Source: an optimization exercise on an open RTL-to-GDS flow (aim: small area and a short achievable clock period). Production flows keep margins and buffers that such runs may drop. The RTL was checked by simulation tests, not by an equivalence proof against the original design. Power is estimated from default activity; no workload was simulated.

==> nickel <==
Design array_multiplier, start of the top module:
module array_multiplier (
	input  logic                     clk,
	input  logic                     reset,
	input  logic                     in_valid,
	input  mult_sizes_pkg::operand_t x,
	input  mult_sizes_pkg::operand_t y,
	output logic                     product_valid,
	output mult_sizes_pkg::product_t product
);
export LEC_CHECK = 0
export CAP_MARGIN = 20
export CORE_MARGIN = 2
export CORE_UTILIZATION = 55
export PLACE_DENSITY = 0.7
export SETUP_SLACK_MARGIN = 3.72
export SLEW_MARGIN = 20
export SYNTH_HIERARCHICAL = 1
create_clock -name core_clock -period 6.0 [get_ports {clk}]
standard.sh (not shown) runs the stock make flow with config.mk's settings and CLKGATE_MAP_FILE= SYNTH_SCRIPT=/design/flow/synth_recipe.tcl, a recipe that flattens the netlist after the stock synthesis.
==> flow/flow/run.sh <==
#!/bin/bash
# Layout flow: the standard ORFS flow (standard.sh, unchanged synthesis),
# with smaller port buffers and a clock tree built from clkbuf_8 without
# dummy loads. Each tool's output goes to a log file in this folder.
set -euo pipefail
export BUFFER_PORTS_ARGS="-buffer_cell sky130_fd_sc_hd__buf_1"
export CTS_ARGS="-sink_clustering_enable -repair_clock_nets -sink_clustering_size 12 -sink_clustering_max_diameter 60 -buf_list sky130_fd_sc_hd__clkbuf_8 -dont_use_dummy_load"
bash standard.sh finish > flow_make.log 2>&1
==> inputs of ember, as changes to nickel <==
- SETUP_SLACK_MARGIN: 3.72 -> 3.68
==> run notes <==
| quantity | ember | nickel |
|---|---|---|
| Via Count | 6110 | 6158 |
| Total length of routed wires | 20.66 mm | 20.18 mm |
| Crit. path cell count | 4 | 6 |
| Pwr/cell area | 448.2 mW/mm² | 445.3 mW/mm² |
| Worst path slowest cell | dfxtp_2 | fa_1 |
| Fraction of area in multi-input gates | 53.53% | 53.59% |
| Fin crit share | 37.90% | 37.60% |
| Detailed-placement wirelength estimate | 15.01 mm | 14.72 mm |
| Overall global routing resource usage | 21.26% | 20.82% |
| Via count of the first global-routing pass | 6662 | 6583 |
| Length of routed met3 wiring | 1.846 mm | 1.810 mm |
| Result of the run | complete, no violations | complete, no violations |
| Clock Buffer Count | 23 | 22 |
| Routed metal-1 wirelength | 8.982 mm | 8.841 mm |
| Startpoint of the worst-slack reg-to-reg timing path | r860 | r896 |
| Final instance count without filler cells | 1181 | 1180 |
| Met3 usage in global routing | 5.265% | 4.570% |
| Worst Max-Slew Pin Slew | 0.7566 ns | 0.6916 ns |
| Switching Fraction | 34.21% | 34.05% |
| Total area of sequential cells | 0.004474 mm² | 0.004479 mm² |
| Fraction of final layout cells sized beyond drive strength 1 | 7.642% | 7.650% |
| Util after Layout | 59.94% | 59.91% |
| Hold wc startpoint | r1026 | r1034 |


==> inputs of v27 <==
Another version of the RTL of array_multiplier (not shown whole).
export LEC_CHECK = 0
export CAP_MARGIN = 20
export CORE_MARGIN = 2
export CORE_UTILIZATION = 40
export SETUP_SLACK_MARGIN = 2.85
export SLEW_MARGIN = 20
export SYNTH_HIERARCHICAL = 1
create_clock -name core_clock -period 6.0 [get_ports {clk}]
==> flow/flow/run.sh <==
#!/bin/bash
# Layout flow: the standard ORFS flow (standard.sh, unchanged synthesis),
# with smaller port buffers and a clock tree built from clkbuf_8 without
# dummy loads. Each tool's output goes to a log file in this folder.
set -euo pipefail
export BUFFER_PORTS_ARGS="-buffer_cell sky130_fd_sc_hd__buf_1"
export CTS_ARGS="-sink_clustering_enable -repair_clock_nets -buf_list sky130_fd_sc_hd__clkbuf_8 -dont_use_dummy_load"
bash standard.sh finish > flow_make.log 2>&1
==> v12: changes against v27 <==
SETUP_SLACK_MARGIN = 2.95   (was 2.85)
==> qor summary <==
Run status: v27 complete, no violations; v12 complete, no violations
Clock Network Area Fraction: v27 2.318%; v12 2.238%
Post-route fraction of the period consumed by the critical path: v27 52.27%; v12 51.19%
Detailed Route Iter0 Violations: v27 337; v12 365
Fraction of standard cell area that is sequential: v27 26.02%; v12 25.12%
NetSw: v27 0.001915 W; v12 0.001922 W
Buffering overhead: v27 4.104%; v12 6.511%
Final Net Count: v27 1,085; v12 1,091
VDD IR max: v27 0.2303 mV; v12 0.2788 mV
Combinational Power: v27 0.00287 W; v12 0.00291 W
Wire length of the first global-routing pass: v27 33,250 microns; v12 33,450 microns
Logic depth of the worst path, buffers included: v27 7; v12 6
Placed cell areas: v27 9694 sq um; v12 9772 sq um
Total half-perimeter wirelength after legalization and detailed placement: v27 14,860 microns; v12 14,500 microns
Final critical-path required period: v27 3.136 ns; v12 3.071 ns
Smallest hold slack: v27 0.3268 ns; v12 0.3248 ns
Switching fraction of total power: v27 39.21%; v12 39.07%
Non-clk bufs: v27 71; v12 77
Buffers inserted during post-CTS setup optimization: v27 2; v12 4
GR Layer Usage met2: v27 29.25%; v12 28.76%


==> 06-25: inputs <==
array_multiplier, a different RTL version from the one above (not shown whole).
export LEC_CHECK = 0
export CAP_MARGIN = 20
export CORE_MARGIN = 2
export CORE_UTILIZATION = 40
export SLEW_MARGIN = 20
export SYNTH_HIERARCHICAL = 1
create_clock -name core_clock -period 6.0 [get_ports {clk}]
Scripts as last shown in full above: flow/flow/run.sh
==> inputs of 11-27, as changes to 06-25 <==
SETUP_SLACK_MARGIN = 2.8   (was not set)
==> run notes <==
In 11-27 the combinational power is higher than in 06-25, by about 1%. Non-clock buffer count is the same in 06-25 and 11-27. Between 06-25 and 11-27, the lower critical path depth is in 11-27 (gap 1). In 06-25 the power is smaller than in 11-27, by about 0.5%. 06-25 finished with timing, DRC and antenna clean. 11-27 finished clean. In cell count, 11-27 and 06-25 do not differ. Between 06-25 and 11-27, the lower register-to-register slack is in 06-25 (gap 0.22 ns). Against 11-27, the via count of 06-25 is higher by about 1.6%.
==> figures <==
	11-27	06-25
Run status	complete, no violations	complete, no violations
Met3 WL post-DR	1929 um	1647 um
Clock share of power	10.2%	10.3%
Final area over synthesized area	1.0964x	1.0676x
Power density of the placed cells	520.7 mW/mm2	532.0 mW/mm2
Worst-path cell with the longest stage delay	sky130_fd_sc_hd__fa_2	sky130_fd_sc_hd__buf_1
Hold Crit Start	r1066	r1060
First-pass detailed-route iteration total	6	5
Largest net degree at the start of global routing	17	18
Final cell utilization of the core	44.53%	43.35%
FMAX	310.8 MHz	267.0 MHz
Wire length on met1	9040 um	9529 um
Placement-stage worst setup slack	1.953 ns	1.848 ns
Post-route cell area	0.01080 mm2	0.01051 mm2
Global routing usage on met3	5.811%	4.545%


==> job 9291 <==
array_multiplier, a different RTL version from the one above (not shown whole).
==> flow/config.mk <==
export PLATFORM = sky130hd
export DESIGN_NAME = array_multiplier
export DESIGN_NICKNAME = array_multiplier
export VERILOG_FILES = /design/flow/design.v
export SDC_FILE = /design/flow/constraint.sdc
export NUM_CORES = 4
export LEC_CHECK = 0
export CAP_MARGIN = 20
export CORE_MARGIN = 2
export CORE_UTILIZATION = 40
export SETUP_SLACK_MARGIN = 2.9
export SLEW_MARGIN = 20
export SYNTH_HIERARCHICAL = 1
==> flow/constraint.sdc <==
create_clock -name core_clock -period 6.0 [get_ports {clk}]
set_input_delay 1.2000 -clock core_clock [delete_from_list [all_inputs] [get_ports {clk}]]
set_output_delay 1.2000 -clock core_clock [all_outputs]
set_load 0.01 [all_outputs]
Scripts as last shown in full above: flow/flow/run.sh
==> job 790 (differences from job 9291) <==
Settings changed: SETUP_SLACK_MARGIN 2.9 to 3.0.
==> job 4550 (differences from job 9291) <==
Settings changed: SETUP_SLACK_MARGIN 2.9 to 2.8.
==> notes <==
Utilization: job 4550 < job 9291 < job 790.
In synthesized cell count, job 9291 and job 790 do not differ.
Setup slack: job 9291 is worse than job 790 (0.060 ns).
Flip-flop and latch count is the same in job 4550 and job 9291.
Clock-buffer cell count is the same in job 4550 and job 9291.
Job 790 finished with timing, DRC and antenna clean. Job 4550 passed the timing, DRC and antenna checks. Job 9291 went through all stages and came out clean.
Of job 790 and job 4550, job 790 has the higher clock power (gap about 2%, measured against job 4550).
In job 790 the power is higher than in job 9291, by about 2%.


==> willow <==
array_multiplier with an RTL version that a note above also has.
==> flow/config.mk <==
export PLATFORM = sky130hd
export DESIGN_NAME = array_multiplier
export DESIGN_NICKNAME = array_multiplier
export VERILOG_FILES = /design/flow/design.v
export SDC_FILE = /design/flow/constraint.sdc
export NUM_CORES = 4
export LEC_CHECK = 0
export CAP_MARGIN = 20
export CORE_MARGIN = 2
export CORE_UTILIZATION = 60
export PLACE_DENSITY = 0.75
export SETUP_SLACK_MARGIN = 3.72
export SLEW_MARGIN = 20
export SYNTH_HIERARCHICAL = 1
==> flow/constraint.sdc <==
create_clock -name core_clock -period 6.0 [get_ports {clk}]
set_input_delay 1.2000 -clock core_clock [delete_from_list [all_inputs] [get_ports {clk}]]
set_output_delay 1.2000 -clock core_clock [all_outputs]
set_load 0.01 [all_outputs]
==> flow/flow/run.sh <==
#!/bin/bash
# Layout flow: the standard ORFS flow (standard.sh, unchanged synthesis),
# with smaller port buffers and a clock tree built from clkbuf_8 without
# dummy loads. Each tool's output goes to a log file in this folder.
set -euo pipefail
export BUFFER_PORTS_ARGS="-buffer_cell sky130_fd_sc_hd__buf_1"
export CTS_ARGS="-sink_clustering_enable -repair_clock_nets -sink_clustering_size 12 -sink_clustering_max_diameter 60 -buf_list sky130_fd_sc_hd__clkbuf_8 -dont_use_dummy_load"
bash standard.sh finish > flow_make.log 2>&1
==> sierra (differences from willow) <==
==> flow/flow/run.sh (replaced) <==
#!/bin/bash
# Layout flow: the standard ORFS flow (standard.sh, unchanged synthesis),
# with smaller port buffers and a clock tree built from clkbuf_8 without
# dummy loads. Each tool's output goes to a log file in this folder.
set -euo pipefail
export BUFFER_PORTS_ARGS="-buffer_cell sky130_fd_sc_hd__buf_1"
export CTS_ARGS="-sink_clustering_enable -repair_clock_nets -sink_clustering_size 15 -sink_clustering_max_diameter 80 -buf_list sky130_fd_sc_hd__clkbuf_8 -dont_use_dummy_load"
bash standard.sh finish > flow_make.log 2>&1
Settings changed: CORE_UTILIZATION 60 to 55, PLACE_DENSITY 0.75 to 0.7.
==> run notes <==
	willow	sierra
Run status	no timing/DRC/antenna violations	no timing/DRC/antenna violations
Timing-limited maximum frequency	434.1 MHz	445.4 MHz
Die boundary height	138.2 µm	144.1 µm
Part of the total power dissipated in combinational logic	0.417	0.419
Setup slack on the worst flop-to-flop path	3.70 ns	3.75 ns
Met3 Usage GRT	0.06062	0.05331
Source of the worst register-to-register timing path	r896$_DFF_P_	r871$_DFF_P_
Worst hold path endpoint	product[3]$_DFF_P_	r1030$_DFF_P_
Metal2 WL	9613 µm	9278 µm
Share of layout cells above drive strength 1	0.09159	0.08568
Reported combinational group power	2.18 mW	2.15 mW
Area of all placed cells without fillers	11690 µm²	11640 µm²
Routed metal-1 wirelength	8469 µm	8711 µm
Area of combinational cells with multiple inputs	6215 µm²	6207 µm²
Origin of the worst min-delay path	r1027$_DFF_P_	r1029$_DFF_P_
Routed wire length per instance	18.03 µm	17.19 µm
Sequential logic power	2.28 mW	2.27 mW
Detailed-route via count	6354	6233
Max_slew headroom	0.5625	0.5425
Signal buffers	80	78
Clock network power	775 µW	704 µW
Clock buf count	22	18
Placed insts	1122	1158
Maximum cell stage delay along the critical path	0.57 ns	0.56 ns
Clock network power share	0.148	0.137
Number of core rows	49	51
Maximum resistive drop on vdd	0.3785 mV	0.2476 mV

re-timing with driven ports:
No port has a modelled driver above. Below, the same layouts with a new extraction and two added sets of constraints. Step 1: set_driving_cell puts a clkbuf_16 on clk and a buf_2 on each other input, an assumption about the parent block. Step 2 adds t to the input delays and takes it off the output delays; t is the mean of the earliest and latest rising clock arrival at the registers after step 1. Input paths then give back, and output paths get back, about the clock's delay inside the block. Slacks: no drivers / after step 1 / after step 2; pairs: no drivers / after step 1.
run | t (ns) | setup WS [ns] | pins driven straight from the clock port
nickel | 0.556 | 3.744 / 3.744 / 3.744 | 1
ember | 0.549 | 3.726 / 3.726 / 3.726 | 1
v27 | 0.467 | 2.864 / 2.877 / 2.410 | 1
v12 | 0.475 | 2.929 / 2.903 / 2.428 | 1
06-25 | 0.471 | 2.255 / 2.271 / 1.800 | 1
11-27 | 0.471 | 2.782 / 2.802 / 2.331 | 1
job 9291 | 0.472 | 2.933 / 2.949 / 2.478 | 1
job 790 | 0.483 | 2.993 / 3.003 / 2.520 | 1
job 4550 | 0.476 | 2.855 / 2.875 / 2.399 | 1
willow | 0.561 | 3.696 / 3.696 / 3.696 | 1
sierra | 0.544 | 3.755 / 3.755 / 3.755 | 1
After both steps every run listed still meets setup and hold. For v12, which loses most, drivers alone change the setup slack by -0.026 ns; drivers and shift together by -0.501 ns.
